Background: an optimization exercise with open tools, aiming at small area, a short achievable clock period and few clock cycles per item. Do not read the settings as production practice. Function was not checked in any run shown here: the RTL went through the layout flow alone.

<file path="design.v">
package aes_pkg;
   localparam int BYTE_W = 8;
   typedef logic [BYTE_W-1:0] lane_t;
endpackage
module sb_xor2 (input logic a, b, output logic y); assign y = a ^ b; endmodule
module sb_xnor2 (input logic a, b, output logic y); assign y = ~(a ^ b); endmodule
module sb_nand2 (input logic a, b, output logic y); assign y = ~(a & b); endmodule
module sb_nor2 (input logic a, b, output logic y); assign y = ~(a | b); endmodule
module sb_nand2b (input logic an, b, output logic y); assign y = ~(~an & b); endmodule
module sb_nor2b (input logic a, bn, output logic y); assign y = ~(a | ~bn); endmodule
module sb_mux2i (input logic s, a0, a1, output logic y); assign y = ~(s ? a1 : a0); endmodule
module sb_mux2 (input logic s, a0, a1, output logic y); assign y = s ? a1 : a0; endmodule
module sb_inv (input logic a, output logic y); assign y = ~a; endmodule
module sbox_st0 (input logic [7:0] si, input logic inv, output logic [11:0] so);
   logic n1;
   logic n2;
   logic n3;
   logic n4;
   logic n5;
   logic n6;
   logic n7;
   logic n8;
   logic n9;
   logic n10;
   logic n11;
   logic n12;
   logic T1;
   logic T2;
   logic T3;
   logic T4;
   logic T5;
   logic T6;
   logic T7;
   logic T8;
   logic T9;
   logic T10;
   logic T11;
   logic T12;
   logic T13;
   logic T14;
   logic T15;
   logic T16;
   logic T17;
   logic T18;
   logic T19;
   logic T20;
   logic T21;
   logic T22;
   logic T23;
   logic T24;
   logic T25;
   logic T26;
   logic T27;
   logic M1;
   logic M2;
   logic M3;
   logic M4;
   logic M5;
   logic M6;
   logic M7;
   logic M8;
   logic M9;
   logic M10;
   logic M11;
   logic M12;
   logic M13;
   logic M14;
   logic M15;
   logic M16;
   logic M17;
   logic M18;
   logic M19;
   sb_xor2 g0 (.a(si[2]), .b(si[5]), .y(n1));
   sb_xnor2 g1 (.a(si[1]), .b(si[6]), .y(n2));
   sb_xor2 g2 (.a(si[0]), .b(si[3]), .y(n3));
   sb_xor2 g3 (.a(si[4]), .b(si[7]), .y(n4));
   sb_xor2 g4 (.a(si[5]), .b(n3), .y(n5));
   sb_xnor2 g5 (.a(si[1]), .b(n4), .y(n6));
   sb_xor2 g6 (.a(si[2]), .b(n4), .y(n7));
   sb_xor2 g7 (.a(si[0]), .b(n1), .y(n8));
   sb_xor2 g8 (.a(si[6]), .b(n3), .y(n9));
   sb_xnor2 g9 (.a(si[4]), .b(n2), .y(n10));
   sb_xnor2 g10 (.a(si[3]), .b(n2), .y(n11));
   sb_xnor2 g11 (.a(si[7]), .b(n1), .y(n12));
   sb_mux2i g12 (.s(inv), .a0(si[0]), .a1(n12), .y(so[0]));
   sb_mux2i g13 (.s(inv), .a0(si[1]), .a1(n9), .y(so[1]));
   sb_mux2i g14 (.s(inv), .a0(si[2]), .a1(n6), .y(so[2]));
   sb_mux2i g15 (.s(inv), .a0(si[3]), .a1(n8), .y(so[3]));
   sb_mux2i g16 (.s(inv), .a0(si[4]), .a1(n11), .y(so[4]));
   sb_mux2i g17 (.s(inv), .a0(si[5]), .a1(n7), .y(so[5]));
   sb_mux2i g18 (.s(inv), .a0(si[6]), .a1(n5), .y(so[6]));
   sb_mux2i g19 (.s(inv), .a0(si[7]), .a1(n10), .y(so[7]));
   sb_xor2 g20 (.a(so[7]), .b(so[4]), .y(T1));
   sb_xor2 g21 (.a(so[7]), .b(so[2]), .y(T2));
   sb_xor2 g22 (.a(so[7]), .b(so[1]), .y(T3));
   sb_xor2 g23 (.a(so[4]), .b(so[2]), .y(T4));
   sb_xor2 g24 (.a(so[3]), .b(so[1]), .y(T5));
   sb_xor2 g25 (.a(T1), .b(T5), .y(T6));
   sb_xnor2 g26 (.a(so[6]), .b(so[5]), .y(T7));
   sb_xnor2 g27 (.a(so[0]), .b(T6), .y(T8));
   sb_xor2 g28 (.a(so[0]), .b(T7), .y(T9));
   sb_xnor2 g29 (.a(T6), .b(T7), .y(T10));
   sb_xor2 g30 (.a(so[6]), .b(so[2]), .y(T11));
   sb_xnor2 g31 (.a(so[5]), .b(so[2]), .y(T12));
   sb_xor2 g32 (.a(T3), .b(T4), .y(T13));
   sb_xnor2 g33 (.a(T6), .b(T11), .y(T14));
   sb_xor2 g34 (.a(T5), .b(T11), .y(T15));
   sb_xnor2 g35 (.a(T5), .b(T12), .y(T16));
   sb_xor2 g36 (.a(T9), .b(T16), .y(T17));
   sb_xnor2 g37 (.a(so[4]), .b(so[0]), .y(T18));
   sb_xnor2 g38 (.a(T7), .b(T18), .y(T19));
   sb_xnor2 g39 (.a(T1), .b(T19), .y(T20));
   sb_xor2 g40 (.a(so[1]), .b(so[0]), .y(T21));
   sb_xnor2 g41 (.a(T7), .b(T21), .y(T22));
   sb_xor2 g42 (.a(T2), .b(T22), .y(T23));
   sb_xnor2 g43 (.a(T2), .b(T10), .y(T24));
   sb_xnor2 g44 (.a(T20), .b(T17), .y(T25));
   sb_xnor2 g45 (.a(T3), .b(T16), .y(T26));
   sb_xnor2 g46 (.a(T1), .b(T12), .y(T27));
   sb_nand2 g47 (.a(T13), .b(T6), .y(M1));
   sb_nand2 g48 (.a(T23), .b(T8), .y(M2));
   sb_xor2 g49 (.a(T14), .b(M1), .y(M3));
   sb_nor2 g50 (.a(T19), .b(so[0]), .y(M4));
   sb_xor2 g51 (.a(M4), .b(M1), .y(M5));
   sb_nand2 g52 (.a(T3), .b(T16), .y(M6));
   sb_nand2 g53 (.a(T22), .b(T9), .y(M7));
   sb_xor2 g54 (.a(T26), .b(M6), .y(M8));
   sb_nand2 g55 (.a(T20), .b(T17), .y(M9));
   sb_xor2 g56 (.a(M9), .b(M6), .y(M10));
   sb_nand2 g57 (.a(T1), .b(T15), .y(M11));
   sb_nand2 g58 (.a(T4), .b(T27), .y(M12));
   sb_xor2 g59 (.a(M12), .b(M11), .y(M13));
   sb_nand2 g60 (.a(T2), .b(T10), .y(M14));
   sb_xnor2 g61 (.a(M14), .b(M11), .y(M15));
   sb_xnor2 g62 (.a(M3), .b(M2), .y(M16));
   sb_xnor2 g63 (.a(M5), .b(T24), .y(M17));
   sb_xnor2 g64 (.a(M8), .b(M7), .y(M18));
   sb_xnor2 g65 (.a(M10), .b(M15), .y(M19));
   sb_xor2 g66 (.a(M16), .b(M13), .y(so[8]));
   sb_xor2 g67 (.a(M17), .b(M15), .y(so[9]));
   sb_xor2 g68 (.a(M18), .b(M13), .y(so[10]));
   sb_xnor2 g69 (.a(M19), .b(T25), .y(so[11]));
endmodule
module sbox_st1 (input logic [11:0] si, input logic inv, output logic [7:0] so);
   logic T1;
   logic T2;
   logic T3;
   logic T4;
   logic T5;
   logic T6;
   logic T7;
   logic T8;
   logic T9;
   logic T10;
   logic T11;
   logic T12;
   logic T13;
   logic T15;
   logic T16;
   logic T17;
   logic T18;
   logic T19;
   logic T20;
   logic T21;
   logic T22;
   logic T23;
   logic T27;
   logic M24;
   logic M25;
   logic M26;
   logic M27;
   logic M28;
   logic M29;
   logic M30;
   logic M31;
   logic M32;
   logic M33;
   logic M34;
   logic M35;
   logic M36;
   logic M37;
   logic M38;
   logic M39;
   logic M40;
   logic M41;
   logic M42;
   logic M43;
   logic M44;
   logic M45;
   logic M46;
   logic M47;
   logic M48;
   logic M49;
   logic M50;
   logic M51;
   logic M52;
   logic M53;
   logic M54;
   logic M55;
   logic M56;
   logic M57;
   logic M58;
   logic M59;
   logic M60;
   logic M61;
   logic M62;
   logic M63;
   logic n23;
   logic n24;
   logic n25;
   logic n26;
   logic n27;
   logic n28;
   logic n29;
   logic n30;
   logic n31;
   logic n32;
   logic n33;
   logic n34;
   logic n35;
   logic n36;
   logic n37;
   logic n38;
   logic n39;
   logic n40;
   logic n41;
   logic n42;
   logic n45;
   logic n46;
   logic n49;
   logic n50;
   logic n52;
   sb_xor2 g0 (.a(si[7]), .b(si[4]), .y(T1));
   sb_xor2 g1 (.a(si[7]), .b(si[2]), .y(T2));
   sb_xor2 g2 (.a(si[7]), .b(si[1]), .y(T3));
   sb_xor2 g3 (.a(si[4]), .b(si[2]), .y(T4));
   sb_xor2 g4 (.a(si[3]), .b(si[1]), .y(T5));
   sb_xor2 g5 (.a(T1), .b(T5), .y(T6));
   sb_xnor2 g6 (.a(si[6]), .b(si[5]), .y(T7));
   sb_xnor2 g7 (.a(si[0]), .b(T6), .y(T8));
   sb_xor2 g8 (.a(si[0]), .b(T7), .y(T9));
   sb_xnor2 g9 (.a(T6), .b(T7), .y(T10));
   sb_xnor2 g10 (.a(si[6]), .b(si[2]), .y(T11));
   sb_xnor2 g11 (.a(si[5]), .b(si[2]), .y(T12));
   sb_xor2 g12 (.a(T3), .b(T4), .y(T13));
   sb_xnor2 g13 (.a(T5), .b(T11), .y(T15));
   sb_xnor2 g14 (.a(T5), .b(T12), .y(T16));
   sb_xor2 g15 (.a(T9), .b(T16), .y(T17));
   sb_xor2 g16 (.a(si[4]), .b(si[0]), .y(T18));
   sb_xor2 g17 (.a(T7), .b(T18), .y(T19));
   sb_xnor2 g18 (.a(T1), .b(T19), .y(T20));
   sb_xor2 g19 (.a(si[1]), .b(si[0]), .y(T21));
   sb_xnor2 g20 (.a(T7), .b(T21), .y(T22));
   sb_xor2 g21 (.a(T2), .b(T22), .y(T23));
   sb_xnor2 g22 (.a(T1), .b(T12), .y(T27));
   sb_xnor2 g23 (.a(si[10]), .b(si[11]), .y(M24));
   sb_nand2 g24 (.a(si[10]), .b(si[8]), .y(M25));
   sb_xor2 g25 (.a(si[9]), .b(M25), .y(M26));
   sb_xnor2 g26 (.a(si[8]), .b(si[9]), .y(M27));
   sb_xor2 g27 (.a(si[11]), .b(M25), .y(M28));
   sb_nor2 g28 (.a(M28), .b(M27), .y(M29));
   sb_nor2 g29 (.a(M26), .b(M24), .y(M30));
   sb_nand2 g30 (.a(si[8]), .b(si[11]), .y(M31));
   sb_nor2 g31 (.a(M27), .b(M31), .y(M32));
   sb_xor2 g32 (.a(M27), .b(M25), .y(M33));
   sb_nand2 g33 (.a(si[9]), .b(si[10]), .y(M34));
   sb_nor2 g34 (.a(M24), .b(M34), .y(M35));
   sb_xor2 g35 (.a(M24), .b(M25), .y(M36));
   sb_xor2 g36 (.a(si[9]), .b(M29), .y(M37));
   sb_xor2 g37 (.a(M32), .b(M33), .y(M38));
   sb_xnor2 g38 (.a(si[11]), .b(M30), .y(M39));
   sb_xor2 g39 (.a(M35), .b(M36), .y(M40));
   sb_xor2 g40 (.a(M38), .b(M40), .y(M41));
   sb_xnor2 g41 (.a(M37), .b(M39), .y(M42));
   sb_xor2 g42 (.a(M37), .b(M38), .y(M43));
   sb_xnor2 g43 (.a(M39), .b(M40), .y(M44));
   sb_xor2 g44 (.a(M42), .b(M41), .y(M45));
   sb_nand2 g45 (.a(M44), .b(T6), .y(M46));
   sb_nand2 g46 (.a(M40), .b(T8), .y(M47));
   sb_nor2 g47 (.a(M39), .b(si[0]), .y(M48));
   sb_nand2 g48 (.a(M43), .b(T16), .y(M49));
   sb_nand2 g49 (.a(M38), .b(T9), .y(M50));
   sb_nand2 g50 (.a(M37), .b(T17), .y(M51));
   sb_nand2 g51 (.a(M42), .b(T15), .y(M52));
   sb_nand2 g52 (.a(M45), .b(T27), .y(M53));
   sb_nand2 g53 (.a(M41), .b(T10), .y(M54));
   sb_nand2 g54 (.a(M44), .b(T13), .y(M55));
   sb_nand2 g55 (.a(M40), .b(T23), .y(M56));
   sb_nor2 g56 (.a(M39), .b(T19), .y(M57));
   sb_nand2 g57 (.a(M43), .b(T3), .y(M58));
   sb_nand2 g58 (.a(M38), .b(T22), .y(M59));
   sb_nand2 g59 (.a(M37), .b(T20), .y(M60));
   sb_nand2 g60 (.a(M42), .b(T1), .y(M61));
   sb_nand2 g61 (.a(M45), .b(T4), .y(M62));
   sb_nand2 g62 (.a(M41), .b(T2), .y(M63));
   sb_xnor2 g63 (.a(M61), .b(M62), .y(n23));
   sb_xnor2 g64 (.a(M56), .b(n23), .y(n24));
   sb_xnor2 g65 (.a(M50), .b(n24), .y(n25));
   sb_xor2 g66 (.a(M49), .b(n25), .y(n26));
   sb_xnor2 g67 (.a(M47), .b(M55), .y(n27));
   sb_xnor2 g68 (.a(M46), .b(M58), .y(n28));
   sb_xor2 g69 (.a(M48), .b(n28), .y(n29));
   sb_xnor2 g70 (.a(M54), .b(n29), .y(n30));
   sb_xor2 g71 (.a(M53), .b(n26), .y(n31));
   sb_xnor2 g72 (.a(M51), .b(M59), .y(n32));
   sb_xor2 g73 (.a(n23), .b(n32), .y(n33));
   sb_xnor2 g74 (.a(M60), .b(n30), .y(n34));
   sb_xnor2 g75 (.a(M46), .b(n27), .y(n35));
   sb_xnor2 g76 (.a(M52), .b(n24), .y(n36));
   sb_xnor2 g77 (.a(M63), .b(n34), .y(n37));
   sb_xnor2 g78 (.a(M53), .b(n35), .y(n38));
   sb_xor2 g79 (.a(M50), .b(n33), .y(n39));
   sb_xnor2 g80 (.a(M54), .b(M58), .y(n40));
   sb_xnor2 g81 (.a(M48), .b(n25), .y(n41));
   sb_xnor2 g82 (.a(M51), .b(n41), .y(n42));
   sb_xnor2 g83 (.a(n26), .b(n35), .y(so[4]));
   sb_xnor2 g84 (.a(n36), .b(n38), .y(so[6]));
   sb_xor2 g85 (.a(n29), .b(n33), .y(n45));
   sb_xnor2 g86 (.a(M61), .b(n37), .y(n46));
   sb_xor2 g87 (.a(M52), .b(n46), .y(so[5]));
   sb_xor2 g88 (.a(n27), .b(n42), .y(so[3]));
   sb_xnor2 g89 (.a(n31), .b(n34), .y(n49));
   sb_xor2 g90 (.a(M53), .b(n39), .y(n50));
   sb_xor2 g91 (.a(n40), .b(n50), .y(so[1]));
   sb_xnor2 g92 (.a(M55), .b(n31), .y(n52));
   sb_xnor2 g93 (.a(M49), .b(n45), .y(so[0]));
   sb_xnor2 g94 (.a(M57), .b(n49), .y(so[2]));
   sb_xor2 g95 (.a(M52), .b(n52), .y(so[7]));
endmodule
module sbox_st2 (input logic [7:0] si, input logic inv, output logic [7:0] so);
   logic n56;
   logic n57;
   logic n58;
   logic n59;
   logic n60;
   logic n61;
   logic n62;
   logic n63;
   logic n64;
   logic n65;
   logic n66;
   logic n67;
   logic o0;
   logic o1;
   logic o2;
   logic o4;
   logic o6;
   logic o7;
   sb_xnor2 g0 (.a(si[0]), .b(si[3]), .y(n56));
   sb_xnor2 g1 (.a(si[4]), .b(si[7]), .y(n57));
   sb_xor2 g2 (.a(si[1]), .b(si[6]), .y(n58));
   sb_xnor2 g3 (.a(si[2]), .b(si[5]), .y(n59));
   sb_xor2 g4 (.a(si[4]), .b(n58), .y(n60));
   sb_xnor2 g5 (.a(si[5]), .b(n56), .y(n61));
   sb_xor2 g6 (.a(si[6]), .b(n56), .y(n62));
   sb_xnor2 g7 (.a(si[3]), .b(n58), .y(n63));
   sb_xor2 g8 (.a(si[1]), .b(n57), .y(n64));
   sb_xor2 g9 (.a(si[2]), .b(n57), .y(n65));
   sb_xnor2 g10 (.a(si[7]), .b(n59), .y(n66));
   sb_xnor2 g11 (.a(si[0]), .b(n59), .y(n67));
   sb_mux2i g12 (.s(inv), .a0(si[0]), .a1(n66), .y(o0));
   sb_mux2i g13 (.s(inv), .a0(si[1]), .a1(n62), .y(o1));
   sb_mux2i g14 (.s(inv), .a0(si[2]), .a1(n64), .y(o2));
   sb_mux2i g15 (.s(inv), .a0(si[3]), .a1(n67), .y(so[3]));
   sb_mux2i g16 (.s(inv), .a0(si[4]), .a1(n63), .y(o4));
   sb_mux2i g17 (.s(inv), .a0(si[5]), .a1(n65), .y(so[5]));
   sb_mux2i g18 (.s(inv), .a0(si[6]), .a1(n61), .y(o6));
   sb_mux2i g19 (.s(inv), .a0(si[7]), .a1(n60), .y(o7));
   sb_inv g20 (.a(o0), .y(so[0]));
   sb_inv g21 (.a(o1), .y(so[1]));
   sb_inv g22 (.a(o2), .y(so[2]));
   sb_inv g23 (.a(o4), .y(so[4]));
   sb_inv g24 (.a(o6), .y(so[6]));
   sb_inv g25 (.a(o7), .y(so[7]));
endmodule
module subbytes_stream
#(
   parameter int LANES      = 16,
   parameter int CNT_W      = 32
) (
   input  logic                    clk,
   input  logic                    rst,
   input  logic                    in_valid,
   output logic                    in_ready,
   input  logic [aes_pkg::BYTE_W*LANES-1:0] in_data,
   input  logic                    in_inv,
   input  logic                    in_last,
   output logic                    out_valid,
   input  logic                    out_ready,
   output logic [aes_pkg::BYTE_W*LANES-1:0] out_data,
   output logic                    out_last,
   output logic [CNT_W-1:0]        beat_count
);
   localparam int W1 = 12;
   localparam int W2 = 8;
   logic [W1*LANES-1:0] s1_d, s1_q;
   logic [W2*LANES-1:0] s2_d, s2_q;
   logic [2:1] inv_q, last_q, valid_q;
   logic load, in_fire;
   logic [CNT_W-1:0] cnt_q, cnt_d;
   genvar gi;
   for (gi = 0; gi < LANES; gi++) begin : g_lane
      sbox_st0 u_st0 (.si(in_data[aes_pkg::BYTE_W*gi +: aes_pkg::BYTE_W]), .inv(in_inv), .so(s1_d[W1*gi +: W1]));
      sbox_st1 u_st1 (.si(s1_q[W1*gi +: W1]), .inv(inv_q[1]), .so(s2_d[W2*gi +: W2]));
      sbox_st2 u_st2 (.si(s2_q[W2*gi +: W2]), .inv(inv_q[2]), .so(out_data[aes_pkg::BYTE_W*gi +: aes_pkg::BYTE_W]));
   end
   assign load      = ~valid_q[2] | out_ready;
   assign in_ready  = load;
   assign in_fire   = in_valid & load;
   assign out_valid = valid_q[2];
   assign out_last  = last_q[2];
   beat_count_next #(.W(CNT_W)) u_cnt (.q(cnt_q), .inc(in_fire), .d(cnt_d));
   assign beat_count = cnt_q;
   always_ff @(posedge clk or posedge rst) begin
      if (rst) begin
         valid_q <= '0;
         cnt_q   <= '0;
      end else begin
         if (load) valid_q <= {valid_q[2-1:1], in_valid};
         cnt_q <= cnt_d;
      end
   end
   always_ff @(posedge clk) begin
      if (load) begin
         s1_q <= s1_d;
         inv_q[1] <= in_inv;
         last_q[1] <= in_last;
         s2_q <= s2_d;
         inv_q[2] <= inv_q[1];
         last_q[2] <= last_q[1];
      end
   end
endmodule
module beat_count_next
#(
   parameter int W = 32
) (
   input  logic [W-1:0] q,
   input  logic         inc,
   output logic [W-1:0] d
);
   logic [W-1:0] ones, tn;
   always_comb begin
      ones[0] = 1'b1;
      for (int i = 1; i < W; i++) ones[i] = ones[i-1] & q[i-1];
   end
   sb_xor2 u_b0 (.a(q[0]), .b(inc), .y(d[0]));
   assign tn[0] = 1'b0;
   genvar gi;
   for (gi = 1; gi < W; gi++) begin : g_bit
      sb_nand2 u_t (.a(inc), .b(ones[gi]), .y(tn[gi]));
      sb_xnor2 u_d (.a(q[gi]), .b(tn[gi]), .y(d[gi]));
   end
endmodule
</file>
<file path="run.sh">
#!/bin/bash
# synth_recipe.tcl (not shown) runs the flow's synth.tcl, then flattens the netlist and writes it again
# the make line also repeats each setting of config.mk as NAME=value (left out here)
make -C /OpenROAD-flow-scripts/flow DESIGN_CONFIG=/design/flow/config.mk WORK_HOME=/design/flow/orfs CLKGATE_MAP_FILE= SYNTH_SCRIPT=/design/flow/synth_recipe.tcl finish
</file>
<file path="config.mk">
export PLATFORM = sky130hd
export DESIGN_NAME = subbytes_stream
export DESIGN_NICKNAME = subbytes_stream
export VERILOG_FILES = /design/flow/design.v
export SDC_FILE = /design/flow/constraint.sdc
export NUM_CORES = 8
export LEC_CHECK = 0
export CAP_MARGIN = 20
export CORE_MARGIN = 2
export CORE_UTILIZATION = 45
export PLACE_DENSITY = 0.6
export SLEW_MARGIN = 20
export SYNTH_HIERARCHICAL = 1
export SYNTH_MINIMUM_KEEP_SIZE = 0
</file>
<file path="constraint.sdc">
create_clock -name core_clock -period 5.5 [get_ports {clk}]
set_input_delay 1.1000 -clock core_clock [delete_from_list [all_inputs] [get_ports {clk}]]
set_output_delay 1.1000 -clock core_clock [all_outputs]
set_load 0.01 [all_outputs]
</file>
==> run summary, run 1 <==
=================================================================================
Number of vias per cell after detailed routing                               4.57
Storage cell area                                                      10600 um^2
Yosys reg bits                                                                358
Relative area change from synthesis to final layout                         16.7%
Highest attainable clock frequency                                      0.238 GHz
Simple-gate share of the synthesized area                                  0.0711
Worst setup margin                                                        1.29 ns
Overflow left after global routing                                              0
Number of resized instances in the post-cts repair step                         0
Detailed Place HPWL                                                      55900 um
Final weighted congestion in routability-driven placement                   0.834
Max transition margin                                                       0.306
Path class of the lowest-slack min-delay path                        register to register
Antenna violations before repair                                                0
Row count                                                                     102
Chip height                                                                285 um
Hold-fix buffers, CTS                                                           0
Pre-CTS worst setup slack                                                 1.13 ns
Worst flop-to-flop path endpoint                                         s2_q[15]
Kind of launch point of the worst setup path                             register
Worst Skew                                                              0.0199 ns
Number of enable flip-flop cells after synthesis                              324
Detailed-routing iteration count for the pre-antenna-repair pass                5
Source of the worst register-to-register timing path                     s1_q[23]
Post-synthesis compound-gate area fraction                                      0
Adder and majority gate portion of the synthesized area                         0
Synth Warn #                                                                    8
Setup repair bufs after CTS                                                     0
Fraction of the yosys area taken by sequential cells                        0.299
Summed instance area of the synthesized netlist                        35400 um^2
Iteration-0 DRC count of the detailed router                                  733
RSZ-0062 raised after global routing                                        false
Dominant combinational cell family by area after synthesis           XOR/XNOR gates
Distinct cells, synth                                                          24
Vias                                                                        22.8k
Hold wc startpoint                                                      last_q[1]
Final Non-Filler Cells                                                       5001
Aggregate global-route resource usage                                       0.170
Number of levels the H-tree was split into                                      2
Synth top area cells                                                 sky130_fd_sc_hd__xnor2_1 28%, sky130_fd_sc_hd__edfxtp_1 27%, sky130_fd_sc_hd__xor2_1 27%
Synth area leader                                                    sky130_fd_sc_hd__xnor2_1
Multiplexer share of the synthesized area                                  0.0728
Sum of routed wire length over all layers                                68900 um
Number of clock sinks                                                         358
Arrival time at the worst endpoint                                        3.11 ns
Maximum number of pins on one net before global-route repair                  157
Clock tree root driver cell                                          sky130_fd_sc_hd__clkbuf_16
R2R cell count                                                                 13
Mapped Cells                                                                 3566
Net count after synthesis                                                    3700
Horiz. Die Dim                                                             285 um
Antenna cell count                                                              0
Worst-path fanout max                                                          24
Number of buffers on the longest clock path                                     3
Portion of synthesized cell area occupied by the leading cell type          0.281
Fill count                                                                   7077
DR DRC count                                                                    0
Clock tree from TritonCTS                                                   built
Worst skew pair latency                                                   0.59 ns
Average cell area after synthesis                                       9.93 um^2
Count of input and output buffers                                             296
Hold Crit Depth                                                                 0
Setup crit end kind                                                  primary output
Endpoint required time on the critical path                               4.40 ns
Num ports                                                                     297
Area of the multi-input gates                                          24400 um^2
Post-synth top flop                                                  sky130_fd_sc_hd__edfxtp_1
Net count, final                                                             4059
Dpl cells                                                                    4916
Wirelength per Cell                                                       13.8 um
Number of global-route vias before repair                                   23.3k
# Max-Cap Violations                                                            0
Setup violation total in the final timing report                                0
Share of the synthesized netlist area taken by xor and xnor gates           0.546
Hold worst-path end                                                     last_q[2]
Flop2flop setup slack                                                     1.54 ns
Number of failing hold endpoints at the final stage                             0
CTS clock-pin slew for the worst setup and hold paths                     0.06 ns
Share of the clock period used by the worst path after layout               0.765
DIE AREA                                                               81000 um^2
Critical path start-end classification                               register to primary output
Final antenna-violating net count                                               0
Initial core utilization                                                    0.456
Run status                                               timing/DRC/antenna clean
Hold Worst Slack                                                         0.431 ns
Wire length of the first global-routing pass                            115000 um
Worst Tran Pin Value                                                      1.04 ns
Share of layout cells above drive strength 1                               0.0237
Post-route minimum period                                                 4.21 ns
Synth async-reset ratio                                                    0.0950
Core area                                                              77700 um^2
Fin. max-slew vios                                                              0
Number of clock buffers inserted by TritonCTS                                  47
=================================================================================
how the worst max path moves through the flow:
stage	to	slack, ns	from	depth (start not counted)
finish	out_data[123]	1.29	inv_q[2]	3
global route	out_data[120]	1.09	inv_q[2]	4
CTS	out_data[120]	1.14	inv_q[2]	4
detailed placement	s1_q[143]	1.13	in_data[89]	11
global placement	s1_q[143]	1.15	in_data[89]	11
floorplan	out_data[101]	-0.29	inv_q[2]	1
placed cells by master (no fill, tap or decap), drive strengths merged, types with 3 or more instances in the layout:
master,instances
clkbuf,58
inv,110
xnor2,1135
xor2,1073
nand3,7
buf,16
dfrtp,34
clkinvlp,3
and3,4
and2,5
edfxtp,324
clkinv,17
nand2,472
nor2,118
bufinv,4
nand4,6
nor4,8
nor3,10
mux2i,256
clkdlybuf4s50,295
logic make-up (layout without fill, tap and decap cells):
logic type | Yosys count | after routing
xor+xnor | 2208 | 2208
simple gates | 635 | 635
flops | 358 | 358
mux | 257 | 257
buf+inv | 108 | 503
synth_stat cells (4+ instances only):
cell type	n
sky130_fd_sc_hd__and2_1	4
sky130_fd_sc_hd__and3_1	4
sky130_fd_sc_hd__dfrtp_1	34
sky130_fd_sc_hd__edfxtp_1	324
sky130_fd_sc_hd__inv_1	106
sky130_fd_sc_hd__mux2i_1	256
sky130_fd_sc_hd__nand2_1	472
sky130_fd_sc_hd__nand3_1	7
sky130_fd_sc_hd__nand4_1	6
sky130_fd_sc_hd__nor2_1	118
sky130_fd_sc_hd__nor3_1	10
sky130_fd_sc_hd__nor4_1	4
sky130_fd_sc_hd__nor4_2	4
sky130_fd_sc_hd__xnor2_1	1135
sky130_fd_sc_hd__xor2_1	1073
Yosys stat by module, one instance, submodules excluded, a selection:
module / flops+latches / cells / times used / cell area [um^2]
sb_nor2: 0 / 1 / 112 / 3.75
sb_mux2i: 0 / 1 / 256 / 10.0
sb_xor2: 0 / 1 / 1073 / 8.76
sb_nand2: 0 / 1 / 463 / 3.75
sb_xnor2: 0 / 1 / 1135 / 8.76
sb_inv: 0 / 1 / 96 / 3.75
subbytes_stream: 358 / 363 / 1 / 10600
final cells by class:
| cell class | instances | share of cell area |
|---|---|---|
| well taps | 1040 | 0.0315 |
| clock inverters | 28 | 0.00627 |
| clock buffers | 57 | 0.0294 |
| flip-flops and latches | 358 | 0.256 |
| inverters | 106 | 0.00963 |
| multi-input cells | 3100 | 0.591 |
| repair buffers | 312 | 0.0762 |
registers in the layout, indices dropped and copies added (netlist names):
| signal | count |
|---|---|
| valid_q | 2 |
| inv_q | 2 |
| s2_q | 128 |
| s1_q | 192 |
| last_q | 2 |
| cnt_q | 32 |
worst max-delay path, cell delays in order, from the launching register on:
cell                              delay (ns)
sky130_fd_sc_hd__edfxtp_1               1.02
sky130_fd_sc_hd__buf_4                  0.53
sky130_fd_sc_hd__mux2i_1                0.37
sky130_fd_sc_hd__clkdlybuf4s50_1        0.61
layer usage:
metal	global-route usage	wire length (um)	vias up
met5	0	0	-
met4	0.0407	1390	0
met3	0.0201	1940	78
met2	0.308	34100	268
met1	0.215	31400	10400
li1	-	-	12100
through the flow:
stage               utilization  setup TNS (ns)  area [um^2]
floorplan                     -          -28.44        35400
global placement          0.513               0        39900
detailed placement        0.513               0        39900
CTS                       0.532               0        41300
global route              0.532               0        41300
finish                    0.532               0        41300
==> inputs of run 2 (changes only) <==
--- a/config.mk
+++ b/config.mk
@@ -11,2 +11,3 @@
 export PLACE_DENSITY = 0.6
+export SETUP_SLACK_MARGIN = 1.5
 export SLEW_MARGIN = 20
==> run summary, run 2 <==
=================================================================================
Worst Skew                                                              0.0231 ns   was 0.0199 ns
Register bank with the most flops                                            s1_q   unchanged
Setup crit end kind                                                      register   was primary output
# Max-Cap Violations                                                            0   unchanged
Horiz. Die Dim                                                             285 um   unchanged
Clock tree from TritonCTS                                                   built   unchanged
Net count, final                                                             4077   was 4059
DR DRC count                                                                    0   unchanged
Setup violation total in the final timing report                                0   unchanged
Detailed Place HPWL                                                      55800 um   was 55900 um
Number of enable flip-flop cells after synthesis                              324   unchanged
Iteration-0 DRC count of the detailed router                                  753   was 733
Average cell area after synthesis                                       9.93 um^2   unchanged
Dpl cells                                                                    4913   was 4916
Worst-path fanout max                                                           4   was 24
Run status                                               timing/DRC/antenna clean   unchanged
Critical path start-end classification                               input pin to register   was register to primary output
Net count after synthesis                                                    3700   unchanged
Hold wc startpoint                                                      last_q[1]   unchanged
Count leader, synth                                                  sky130_fd_sc_hd__xnor2_1   unchanged
Num ports                                                                     297   unchanged
Worst skew pair latency                                                   0.59 ns   about the same
Flip-flop count of the largest register after layout                          192   unchanged
Maximum number of pins on one net before global-route repair                  123   was 157
Row count                                                                     102   unchanged
Core area                                                              77700 um^2   unchanged
Source of the worst register-to-register timing path                     s1_q[11]   was s1_q[23]
Fill count                                                                   6939   was 7077
RSZ-0062 raised after global routing                                         true   was false
Endpoint required time on the critical path                               5.83 ns   was 4.40 ns
Area of the multi-input gates                                          25300 um^2   was 24400 um^2
DIE AREA                                                               81000 um^2   unchanged
Post-route minimum period                                                 3.83 ns   was 4.21 ns
CTS clock-pin slew for the worst setup and hold paths                     0.06 ns   about the same
Max transition margin                                                       0.360   was 0.306
Kind of launch point of the worst setup path                            input pin   was register
Commonest cells post-synth                                           1135 x sky130_fd_sc_hd__xnor2_1, 1073 x sky130_fd_sc_hd__xor2_1, 472 x sky130_fd_sc_hd__nand2_1, 324 x sky130_fd_sc_hd__edfxtp_1, 256 x sky130_fd_sc_hd__mux2i_1   unchanged
Wire length of the first global-routing pass                            115000 um   about the same
Portion of synthesized cell area occupied by the leading cell type          0.281   unchanged
Wirelength per Cell                                                       13.9 um   was 13.8 um
Largest registers                                                    s1_q: 192 flops, s2_q: 128 flops, cnt_q: 32 flops   unchanged
Clock tree root driver cell                                          sky130_fd_sc_hd__clkbuf_16   unchanged
Fin. max-slew vios                                                              0   unchanged
Yosys reg bits                                                                358   unchanged
Path class of the lowest-slack min-delay path                        register to register   unchanged
Post-synth top flop                                                  sky130_fd_sc_hd__edfxtp_1   unchanged
Synth async-reset ratio                                                    0.0950   unchanged
Initial core utilization                                                    0.456   unchanged
Count of input and output buffers                                             296   unchanged
Startpoint of the most critical setup path                            in_data[83]   was inv_q[2]
Fraction of the yosys area taken by sequential cells                        0.299   unchanged
Hold Worst Slack                                                         0.416 ns   was 0.431 ns
Final weighted congestion in routability-driven placement                   0.828   was 0.834
Commonest cells after routing, fill and taps aside                   1083 x sky130_fd_sc_hd__xnor2_1, 1018 x sky130_fd_sc_hd__xor2_1, 472 x sky130_fd_sc_hd__nand2_1, 324 x sky130_fd_sc_hd__edfxtp_1, 295 x sky130_fd_sc_hd__clkdlybuf4s50_1   was 1135 x sky130_fd_sc_hd__xnor2_1, 1073 x sky130_fd_sc_hd__xor2_1, 472 x sky130_fd_sc_hd__nand2_1, 324 x sky130_fd_sc_hd__edfxtp_1, 295 x sky130_fd_sc_hd__clkdlybuf4s50_1
Overflow left after global routing                                              0   unchanged
Detailed-routing iteration count for the pre-antenna-repair pass                5   unchanged
Final Non-Filler Cells                                                       5023   was 5001
Number of global-route vias before repair                                   23.3k   about the same
Flop2flop setup slack                                                     1.71 ns   was 1.54 ns
Distinct cells, synth                                                          24   unchanged
Aggregate global-route resource usage                                       0.170   about the same
Number of vias per cell after detailed routing                               4.57   about the same
Storage cell area                                                      10600 um^2   unchanged
Arrival time at the worst endpoint                                        4.16 ns   was 3.11 ns
Highest attainable clock frequency                                      0.261 GHz   was 0.238 GHz
Synth top area cells                                                 sky130_fd_sc_hd__xnor2_1 28%, sky130_fd_sc_hd__edfxtp_1 27%, sky130_fd_sc_hd__xor2_1 27%   unchanged
Number of clock sinks                                                         358   unchanged
Synth area leader                                                    sky130_fd_sc_hd__xnor2_1   unchanged
Worst Tran Pin Value                                                     0.961 ns   was 1.04 ns
Share of layout cells above drive strength 1                               0.0583   was 0.0237
Final antenna-violating net count                                               0   unchanged
Number of clock buffers inserted by TritonCTS                                  46   was 47
Mapped Cells                                                                 3566   unchanged
Vias                                                                        23.0k   was 22.8k
Antenna violations before repair                                                7   was 0
Share of the clock period used by the worst path after layout               0.695   was 0.765
Summed instance area of the synthesized netlist                        35400 um^2   unchanged
Number of levels the H-tree was split into                                      2   unchanged
Number of failing hold endpoints at the final stage                             0   unchanged
Sum of routed wire length over all layers                                69700 um   was 68900 um
Synth Warn #                                                                    8   unchanged
Most common cell after layout, fill and taps aside                   sky130_fd_sc_hd__xnor2_1   unchanged
Relative area change from synthesis to final layout                         19.9%   was 16.7%
Chip height                                                                285 um   unchanged
Number of buffers on the longest clock path                                     3   unchanged
=================================================================================
run 2: modules after synthesis, one instance, submodules excluded, a selection:
module           cells inside  flops+latches
sb_xor2                     1              0
sb_inv                      1              0
sb_nand2                    1              0
subbytes_stream           363            358
sb_xnor2                    1              0
sb_nor2                     1              0
sb_mux2i                    1              0
run 2: per-stage QoR:
step	setup WS [ns]	instance area [um^2]	setup TNS [ns]	util
final	1.68	42500	0	0.546
after global routing	1.43	42500	0	0.546
after CTS	1.50	41500	0	0.534
after detailed placement	1.09	39800	0	0.513
after global placement	1.15	39800	0	0.513
after floorplan	-0.288	35400	-28.44	-
run 2: kinds of logic (layout without fill, tap and decap cells):
group	after synthesis	after routing	share of synthesized area
flip-flops	358	358	0.299
other	0	3	0
XOR/XNOR	2208	2208	0.546
multiplexers	257	257	0.0728
AND/OR/NAND/NOR	635	635	0.0711
buffers and inverters	108	522	0.0115
run 2: what timing repair did:
item / in CTS / in global routing
hold buffers: 0 / 0
resized for setup: 3 / 109
endpoints found under the setup margin: 98 / 35
setup buffers: 3 / 19
pin swaps: 2 / 42
run 2: final timing paths:
| path | end | depth (start not counted) |
|---|---|---|
| worst max-delay path | s1_q[131] | 11 |
| worst max register to register | s2_q[7] | 13 |
| worst min register to register | last_q[2] | 0 |
| min in group asynchronous | valid_q[1] | 3 |
| max in group asynchronous | cnt_q[5] | 3 |
| worst min-delay path | last_q[2] | 0 |
run 2: layout make-up:
class / count / area share
Sequential cell: 358 / 0.249
Clock buffer: 47 / 0.0272
Antenna cell: 3 / 0.000177
Clock inverter: 38 / 0.0112
Tap cell: 1040 / 0.0306
Multi-Input combinational cell: 3100 / 0.595
Inverter: 106 / 0.00937
Timing Repair Buffer: 331 / 0.0775
run 2: worst max-delay path: stages:
cell and delay, ns:
sky130_fd_sc_hd__clkdlybuf4s50_1 0.54, sky130_fd_sc_hd__xor2_1 0.26, sky130_fd_sc_hd__xor2_1 0.10, sky130_fd_sc_hd__mux2i_1 0.47, sky130_fd_sc_hd__xor2_1 0.41, sky130_fd_sc_hd__xor2_1 0.42, sky130_fd_sc_hd__xnor2_1 0.21, sky130_fd_sc_hd__nand2_1 0.10
sky130_fd_sc_hd__xnor2_1 0.27, sky130_fd_sc_hd__xnor2_1 0.13, sky130_fd_sc_hd__xnor2_1 0.13
run 2: per-layer routing:
metal	vias to the layer above	GRT usage	share of wire
met5	-	0	0.00052
li1	12100	-	-
met2	284	0.308	0.50
met4	6	0.0399	0.018
met3	72	0.0264	0.034
met1	10500	0.211	0.45
==> inputs of run 3 (changes only) <==
--- a/config.mk
+++ b/config.mk
@@ -11,3 +11,3 @@
 export PLACE_DENSITY = 0.6
-export SETUP_SLACK_MARGIN = 1.5
+export SETUP_SLACK_MARGIN = 2.5
 export SLEW_MARGIN = 20
==> run summary, run 3 <==
=================================================================================
Run status                                               timing/DRC/antenna clean   unchanged
Average cell area after synthesis                                       9.93 um^2   unchanged
Yosys reg bits                                                                358   unchanged
Count of input and output buffers                                             296   unchanged
Row count                                                                     102   unchanged
Horiz. Die Dim                                                             285 um   unchanged
Iteration-0 DRC count of the detailed router                                  875   was 753
Number of clock buffers inserted by TritonCTS                                  46   unchanged
Count leader, synth                                                  sky130_fd_sc_hd__xnor2_1   unchanged
# Max-Cap Violations                                                            0   unchanged
Relative area change from synthesis to final layout                         57.2%   was 19.9%
CTS clock-pin slew for the worst setup and hold paths                     0.07 ns   was 0.06 ns
Setup violation total in the final timing report                                0   unchanged
Net count after synthesis                                                    3700   unchanged
Worst setup margin                                                        2.01 ns   was 1.68 ns
Core area                                                              77700 um^2   unchanged
Synth area leader                                                    sky130_fd_sc_hd__xnor2_1   unchanged
Hold wc startpoint                                                       inv_q[1]   was last_q[1]
Antenna cell count                                                              0   was 3
DR DRC count                                                                    0   unchanged
Synth async-reset ratio                                                    0.0950   unchanged
Number of failing hold endpoints at the final stage                             0   unchanged
Antenna violations before repair                                                3   was 7
Vias                                                                        27.3k   was 23.0k
Number of buffers on the longest clock path                                     3   unchanged
Summed instance area of the synthesized netlist                        35400 um^2   unchanged
Post-route minimum period                                                 3.49 ns   was 3.83 ns
DIE AREA                                                               81000 um^2   unchanged
Worst flop-to-flop path endpoint                                         s2_q[71]   was s2_q[7]
Hold-fix buffers, CTS                                                           0   unchanged
Critical path start-end classification                               register to register   was input pin to register
Commonest cells after routing, fill and taps aside                   798 x sky130_fd_sc_hd__xnor2_1, 755 x sky130_fd_sc_hd__buf_4, 741 x sky130_fd_sc_hd__xor2_1, 427 x sky130_fd_sc_hd__nand2_1, 324 x sky130_fd_sc_hd__edfxtp_1   was 1083 x sky130_fd_sc_hd__xnor2_1, 1018 x sky130_fd_sc_hd__xor2_1, 472 x sky130_fd_sc_hd__nand2_1, 324 x sky130_fd_sc_hd__edfxtp_1, 295 x sky130_fd_sc_hd__clkdlybuf4s50_1
Share of the clock period used by the worst path after layout               0.635   was 0.695
Number of clock sinks                                                         358   unchanged
Synth top area cells                                                 sky130_fd_sc_hd__xnor2_1 28%, sky130_fd_sc_hd__edfxtp_1 27%, sky130_fd_sc_hd__xor2_1 27%   unchanged
Final weighted congestion in routability-driven placement                   0.819   was 0.828
Hold Crit Depth                                                                 0   unchanged
Mapped Cells                                                                 3566   unchanged
Worst Tran Pin Value                                                     0.777 ns   was 0.961 ns
Number of vias per cell after detailed routing                               4.65   was 4.57
Arrival time at the worst endpoint                                        3.81 ns   was 4.16 ns
Initial core utilization                                                    0.456   unchanged
Share of layout cells above drive strength 1                                0.426   was 0.0583
Source of the worst register-to-register timing path                    s1_q[104]   was s1_q[11]
Post-synth top flop                                                  sky130_fd_sc_hd__edfxtp_1   unchanged
Portion of synthesized cell area occupied by the leading cell type          0.281   unchanged
Flop2flop setup slack                                                     2.01 ns   was 1.71 ns
Chip height                                                                285 um   unchanged
Largest registers                                                    s1_q: 192 flops, s2_q: 128 flops, cnt_q: 32 flops   unchanged
Worst-path fanout max                                                           3   was 4
Wire length of the first global-routing pass                            140000 um   was 115000 um
Overflow left after global routing                                              0   unchanged
Detailed Place HPWL                                                      56400 um   was 55800 um
Kind of launch point of the worst setup path                             register   was input pin
Pre-CTS worst setup slack                                                 1.34 ns   was 1.09 ns
Worst Skew                                                              0.0283 ns   was 0.0231 ns
Fin. max-slew vios                                                              0   unchanged
Maximum number of pins on one net before global-route repair                  117   was 123
Setup crit end kind                                                      register   unchanged
Synth Warn #                                                                    8   unchanged
Sum of routed wire length over all layers                                94100 um   was 69700 um
Worst skew pair latency                                                   0.59 ns   about the same
Register bank with the most flops                                            s1_q   unchanged
Num ports                                                                     297   unchanged
Area of the multi-input gates                                          32000 um^2   was 25300 um^2
R2R cell count                                                                 13   unchanged
Clock tree from TritonCTS                                                   built   unchanged
Commonest cells post-synth                                           1135 x sky130_fd_sc_hd__xnor2_1, 1073 x sky130_fd_sc_hd__xor2_1, 472 x sky130_fd_sc_hd__nand2_1, 324 x sky130_fd_sc_hd__edfxtp_1, 256 x sky130_fd_sc_hd__mux2i_1   unchanged
Aggregate global-route resource usage                                       0.212   was 0.170
Distinct cells, synth                                                          24   unchanged
Number of levels the H-tree was split into                                      2   unchanged
Detailed-routing iteration count for the pre-antenna-repair pass                5   unchanged
Clock tree root driver cell                                          sky130_fd_sc_hd__clkbuf_16   unchanged
Wirelength per Cell                                                       16.0 um   was 13.9 um
Max transition margin                                                       0.482   was 0.360
Fill count                                                                   5550   was 6939
Net count, final                                                             4928   was 4077
Highest attainable clock frequency                                      0.286 GHz   was 0.261 GHz
RSZ-0062 raised after global routing                                         true   unchanged
Fraction of the yosys area taken by sequential cells                        0.299   unchanged
Storage cell area                                                      10600 um^2   unchanged
Path class of the lowest-slack min-delay path                        register to register   unchanged
Final antenna-violating net count                                               0   unchanged
Number of global-route vias before repair                                   27.5k   was 23.3k
Endpoint required time on the critical path                               5.81 ns   was 5.83 ns
Number of enable flip-flop cells after synthesis                              324   unchanged
Flip-flop count of the largest register after layout                          192   unchanged
Hold worst-path end                                                      inv_q[2]   was last_q[2]
Most common cell after layout, fill and taps aside                   sky130_fd_sc_hd__xnor2_1   unchanged
Setup TNS                                                                    0 ns   unchanged
=================================================================================
run 3: modules after synthesis, one instance, submodules excluded, a selection:
module           flops+latches  cell area [um^2]  copies in the design  cells
sb_nand2                     0              3.75                   463      1
sb_xnor2                     0              8.76                  1135      1
subbytes_stream            358             10600                     1    363
sb_mux2i                     0              10.0                   256      1
sb_xor2                      0              8.76                  1073      1
sb_nor2                      0              3.75                   112      1
sb_inv                       0              3.75                    96      1
run 3: final cells by class:
type	instances	share of cell area
Clock buffer	54	0.0216
Clock inverter	27	0.00483
Inverter	106	0.00715
Multi-Input combinational cell	3101	0.576
Sequential cell	358	0.190
Tap cell	1040	0.0234
Timing Repair Buffer	1181	0.177
run 3: what timing repair did:
action                     4_1_cts  5_1_grt
setup endpoints to repair      301      368
gates resized for setup       1011      775
pin swaps                      469      415
cloned                          14        7
buffers inserted               583      268
run 3: per-stage QoR:
stage	std cells	hold WS, ns	instance area [um^2]	utilization
2_1_floorplan	3566	0.400	37300	-
6_report	5867	0.407	55700	0.716
5_1_grt	5867	0.421	55700	0.716
3_3_place_gp	4914	0.408	41700	0.537
4_1_cts	5592	0.402	51300	0.660
3_5_place_dp	4914	0.407	41700	0.537
run 3: worst max-delay path, cell delays in order, from the launching register on:
cell and delay [ns]:
sky130_fd_sc_hd__edfxtp_1 0.49, sky130_fd_sc_hd__xnor2_2 0.30, sky130_fd_sc_hd__xor2_2 0.23, sky130_fd_sc_hd__xor2_2 0.23
sky130_fd_sc_hd__xor2_2 0.23, sky130_fd_sc_hd__xor2_1 0.22, sky130_fd_sc_hd__nand2_1 0.13, sky130_fd_sc_hd__xnor2_2 0.26
sky130_fd_sc_hd__xnor2_2 0.18, sky130_fd_sc_hd__xnor2_2 0.17, sky130_fd_sc_hd__xor2_2 0.24, sky130_fd_sc_hd__xor2_2 0.24
sky130_fd_sc_hd__xnor2_1 0.19, sky130_fd_sc_hd__xor2_1 0.12
run 3: worst max-delay path by stage:
stage                     cells after the start         start  slack, ns       endpoint
after floorplan                               1      inv_q[2]      -0.29  out_data[101]
after global placement                       11  in_data[113]       1.34      s1_q[179]
after detailed placement                     11   in_data[81]       1.34      s1_q[131]
after CTS                                    13      s1_q[68]       2.11       s2_q[42]
after global routing                         13     s1_q[188]       1.88      s2_q[127]
final                                        13     s1_q[104]       2.01       s2_q[71]
run 3: kinds of logic after synthesis:
logic type,Yosys count,synth area share
xor+xnor,2208,0.546
buf+inv,108,0.0115
flops,358,0.299
mux,257,0.0728
simple gates,635,0.0711
run 3: layer usage:
| metal | routed length [um] | part of all wire | global-route usage | vias to the layer above |
|---|---|---|---|---|
| li1 | - | - | - | 13600 |
| met1 | 37100 | 0.39 | 0.254 | 13200 |
| met2 | 51900 | 0.55 | 0.405 | 377 |
| met3 | 2890 | 0.031 | 0.0214 | 133 |
| met4 | 2260 | 0.024 | 0.0493 | 4 |
| met5 | 25 | 0.00027 | 0 | - |
==> inputs of run 4 (changes only) <==
--- a/config.mk
+++ b/config.mk
@@ -11,3 +11,3 @@
 export PLACE_DENSITY = 0.6
-export SETUP_SLACK_MARGIN = 2.5
+export SETUP_SLACK_MARGIN = 2.0
 export SLEW_MARGIN = 20
==> run summary, run 4 <==
=================================================================================
Run status                                               timing/DRC/antenna clean   unchanged
Detailed-routing iteration count for the pre-antenna-repair pass                5   unchanged
Worst Tran Pin Value                                                     0.966 ns   was 0.777 ns
Most common cell type on the critical path                           sky130_fd_sc_hd__xnor2_1   was sky130_fd_sc_hd__xor2_2
Relative area change from synthesis to final layout                         35.0%   was 57.2%
Synth top area cells                                                 sky130_fd_sc_hd__xnor2_1 28%, sky130_fd_sc_hd__edfxtp_1 27%, sky130_fd_sc_hd__xor2_1 27%   unchanged
Share of the clock period used by the worst path after layout               0.629   was 0.635
Yosys reg bits                                                                358   unchanged
Number of enable flip-flop cells after synthesis                              324   unchanged
Post-synthesis compound-gate area fraction                                      0   unchanged
Number of clock buffers inserted by TritonCTS                                  46   unchanged
Most common cell after layout, fill and taps aside                   sky130_fd_sc_hd__xnor2_1   unchanged
Flip-flop count of the largest register after layout                          192   unchanged
Post-route minimum period                                                 3.46 ns   was 3.49 ns
Kind of launch point of the worst setup path                            input pin   was register
Highest attainable clock frequency                                      0.289 GHz   was 0.286 GHz
Final weighted congestion in routability-driven placement                   0.828   was 0.819
Chip height                                                                285 um   unchanged
Number of buffers on the longest clock path                                     3   unchanged
Clock tree root driver cell                                          sky130_fd_sc_hd__clkbuf_16   unchanged
RSZ-0062 raised after global routing                                         true   unchanged
Overflow left after global routing                                              0   unchanged
Commonest cells post-synth                                           1135 x sky130_fd_sc_hd__xnor2_1, 1073 x sky130_fd_sc_hd__xor2_1, 472 x sky130_fd_sc_hd__nand2_1, 324 x sky130_fd_sc_hd__edfxtp_1, 256 x sky130_fd_sc_hd__mux2i_1   unchanged
Number of clock sinks                                                         358   unchanged
Number of levels the H-tree was split into                                      2   unchanged
Horiz. Die Dim                                                             285 um   unchanged
Endpoint required time on the critical path                               5.83 ns   was 5.81 ns
Num ports                                                                     297   unchanged
Final antenna-violating net count                                               0   unchanged
Average cell area after synthesis                                       9.93 um^2   unchanged
Post-synth top flop                                                  sky130_fd_sc_hd__edfxtp_1   unchanged
Setup violation total in the final timing report                                0   unchanged
Storage cell area                                                      10600 um^2   unchanged
Setup crit end kind                                                      register   unchanged
Count of input and output buffers                                             296   unchanged
Net count after synthesis                                                    3700   unchanged
Number of failing hold endpoints at the final stage                             0   unchanged
Wirelength per Cell                                                       14.8 um   was 16.0 um
Synth area leader                                                    sky130_fd_sc_hd__xnor2_1   unchanged
Number of vias per cell after detailed routing                               4.62   was 4.65
Delay of the slowest critical-path stage                                  0.62 ns   was 0.49 ns
Path class of the lowest-slack min-delay path                        register to register   unchanged
Final Core Density                                                          0.615   was 0.716
# Max-Cap Violations                                                            0   unchanged
Aggregate global-route resource usage                                       0.180   was 0.212
Summed instance area of the synthesized netlist                        35400 um^2   unchanged
Commonest cells after routing, fill and taps aside                   950 x sky130_fd_sc_hd__xnor2_1, 889 x sky130_fd_sc_hd__xor2_1, 458 x sky130_fd_sc_hd__nand2_1, 324 x sky130_fd_sc_hd__edfxtp_1, 286 x sky130_fd_sc_hd__clkdlybuf4s50_1   was 798 x sky130_fd_sc_hd__xnor2_1, 755 x sky130_fd_sc_hd__buf_4, 741 x sky130_fd_sc_hd__xor2_1, 427 x sky130_fd_sc_hd__nand2_1, 324 x sky130_fd_sc_hd__edfxtp_1
Initial core utilization                                                    0.456   unchanged
Antenna violations before repair                                                7   was 3
Synth Warn #                                                                    8   unchanged
Area of the multi-input gates                                          28500 um^2   was 32000 um^2
Row count                                                                     102   unchanged
Vias                                                                        24.4k   was 27.3k
Maximum number of pins on one net before global-route repair                  123   was 117
Clock tree from TritonCTS                                                   built   unchanged
Fraction of the yosys area taken by sequential cells                        0.299   unchanged
Wire length of the first global-routing pass                            121000 um   was 140000 um
Max transition margin                                                       0.356   was 0.482
Setup TNS                                                                    0 ns   unchanged
Iteration-0 DRC count of the detailed router                                  863   was 875
Worst-path cell chain                                                clkdlybuf4s50_1, xnor2_2, xnor2_1, mux2i_2, xor2_2, xor2_2, xnor2_1, nand2_1, xnor2_1, xnor2_1, xnor2_1   was xnor2_2, xor2_2, xor2_2, xor2_2, xor2_1, nand2_1, xnor2_2, xnor2_2, xnor2_2, xor2_2, xor2_2, xnor2_1, xor2_1
Worst skew pair latency                                                   0.60 ns   was 0.59 ns
Synth async-reset ratio                                                    0.0950   unchanged
Dominant combinational cell family by area after synthesis           XOR/XNOR gates   unchanged
Fill count                                                                   6335   was 5550
Register bank with the most flops                                            s1_q   unchanged
Worst path slowest cell                                              sky130_fd_sc_hd__clkdlybuf4s50_1   was sky130_fd_sc_hd__edfxtp_1
Hold Worst Slack                                                         0.417 ns   was 0.407 ns
Share of layout cells above drive strength 1                                0.212   was 0.426
Distinct cells, synth                                                          24   unchanged
CTS clock-pin slew for the worst setup and hold paths                     0.06 ns   was 0.07 ns
Count leader, synth                                                  sky130_fd_sc_hd__xnor2_1   unchanged
Worst Skew                                                              0.0229 ns   was 0.0283 ns
Core area                                                              77700 um^2   unchanged
Net count, final                                                             4338   was 4928
DR DRC count                                                                    0   unchanged
Detailed Place HPWL                                                      55800 um   was 56400 um
Placement Cell Area                                                    39800 um^2   was 41700 um^2
Share of the synthesized netlist area taken by xor and xnor gates           0.546   unchanged
Sum of routed wire length over all layers                                77900 um   was 94100 um
Largest registers                                                    s1_q: 192 flops, s2_q: 128 flops, cnt_q: 32 flops   unchanged
Mapped Cells                                                                 3566   unchanged
Multiplexer share of the synthesized area                                  0.0728   unchanged
Final cell area excluding filler cells                                 47800 um^2   was 55700 um^2
Number of global-route vias before repair                                   24.4k   was 27.5k
Worst-path fanout max                                                           4   was 3
Arrival time at the worst endpoint                                        3.80 ns   was 3.81 ns
Fin. max-slew vios                                                              0   unchanged
Simple-gate share of the synthesized area                                  0.0711   unchanged
Portion of synthesized cell area occupied by the leading cell type          0.281   unchanged
Critical path start-end classification                               input pin to register   was register to register
Adder and majority gate portion of the synthesized area                         0   unchanged
DIE AREA                                                               81000 um^2   unchanged
=================================================================================
-- run 4: cell counts after synthesis --
Identical to the previous run, type by type.
-- run 4: worst paths after layout --
path | from | to | slack [ns] | cells past startpoint
max | in_data[89] | s1_q[143] | 2.04 | 11
min | last_q[1] | last_q[2] | 0.42 | 0
max reg2reg | s1_q[20] | s2_q[15] | 2.08 | 14
min in group asynchronous | rst | valid_q[1] | 0.90 | 3
max in group asynchronous | rst | cnt_q[7] | 4.28 | 3
min reg2reg | last_q[1] | last_q[2] | 0.42 | 0
-- run 4: logic make-up (layout without fill, tap and decap cells) --
group / after synthesis / count (layout)
xor gates and xnor gates: 2208 / 2208
DFF: 358 / 358
buffers and inverters: 108 / 782
and+or+nand+nor: 635 / 636
other: 0 / 2
muxes: 257 / 257
-- run 4: critical path, delay by kind of cell --
kind,cells,cell delay (ns)
XOR/XNOR,8,1.62
AND/OR/NAND/NOR,1,0.10
buffers and inverters,1,0.62
multiplexers,1,0.35
-- run 4: what timing repair did --
item                       in CTS  in global routing
setup buffers                 114                163
hold buffers                    0                  0
pin swaps                      96                197
cloned                          3                  3
resized for setup             247                370
setup endpoints to repair     208                152
-- run 4: area by class of cell --
cell class / instances / share of cell area
Timing Repair Buffer: 591 / 0.113
Sequential cell: 358 / 0.221
Antenna cell: 2 / 0.000105
Clock inverter: 38 / 0.00997
Multi-Input combinational cell: 3101 / 0.596
Clock buffer: 47 / 0.0242
Inverter: 106 / 0.00832
Tap cell: 1040 / 0.0272
-- run 4: metrics by stage --
| stage | setup WS (ns) | std cells |
|---|---|---|
| after global placement | 1.15 | 4913 |
| final | 2.04 | 5283 |
| after global routing | 1.84 | 5283 |
| after CTS | 1.82 | 5115 |
| after floorplan | -0.288 | 3566 |
| after detailed placement | 1.09 | 4913 |
-- run 4: routing by layer --
| layer | wire length (um) | track usage | share of wire |
|---|---|---|---|
| met1 | 33100 | 0.221 | 0.42 |
| met2 | 41100 | 0.332 | 0.53 |
| met3 | 2420 | 0.0264 | 0.031 |
| met4 | 1350 | 0.0418 | 0.017 |
| met5 | 36 | 0 | 0.00046 |
-- run 4: modules after synthesis, one instance, submodules excluded, excerpt --
module           flops+latches  times used  cells inside  cell area [um^2]
sb_inv                       0          96             1              3.75
subbytes_stream            358           1           363             10600
sb_nand2                     0         463             1              3.75
sb_nor2                      0         112             1              3.75
sb_xnor2                     0        1135             1              8.76
sb_mux2i                     0         256             1              10.0
sb_xor2                      0        1073             1              8.76

re-timing with driven ports:
How much do the figures lean on ideal ports? The routed layouts below were timed once more, with nothing changed but the port constraints.
Step 1: set_driving_cell puts a clkbuf_16 on clk and a buf_2 on each other input, an assumption about the parent block.
Step 2, shift: input delay + t, output delay - t, t = (earliest + latest rising clock arrival at the registers) / 2. This alone moves slack from input paths to output paths.
Three values: no drivers, after step 1, after step 2; two values: the first two.
run	t, ns	setup WS [ns]	hold slack, ns	worst register clock-pin slew, ns	worst data-port slew with drivers (ns)
run 1	0.645	1.293 / 1.229 / 1.102	0.431 / 0.431 / 0.431	0.06 / 0.06	0.05
run 2	0.641	1.675 / 1.708 / 1.066	0.416 / 0.416 / 0.416	0.06 / 0.06	0.16
run 3	0.637	2.005 / 2.005 / 1.766	0.407 / 0.407 / 0.407	0.07 / 0.07	0.20
run 4	0.649	2.038 / 2.023 / 1.427	0.417 / 0.417 / 0.417	0.06 / 0.06	0.14
After both steps setup and hold are still met in every run listed. The setup slack of run 4, which loses most, moves by -0.015 ns with the drivers and by -0.611 ns with both steps.
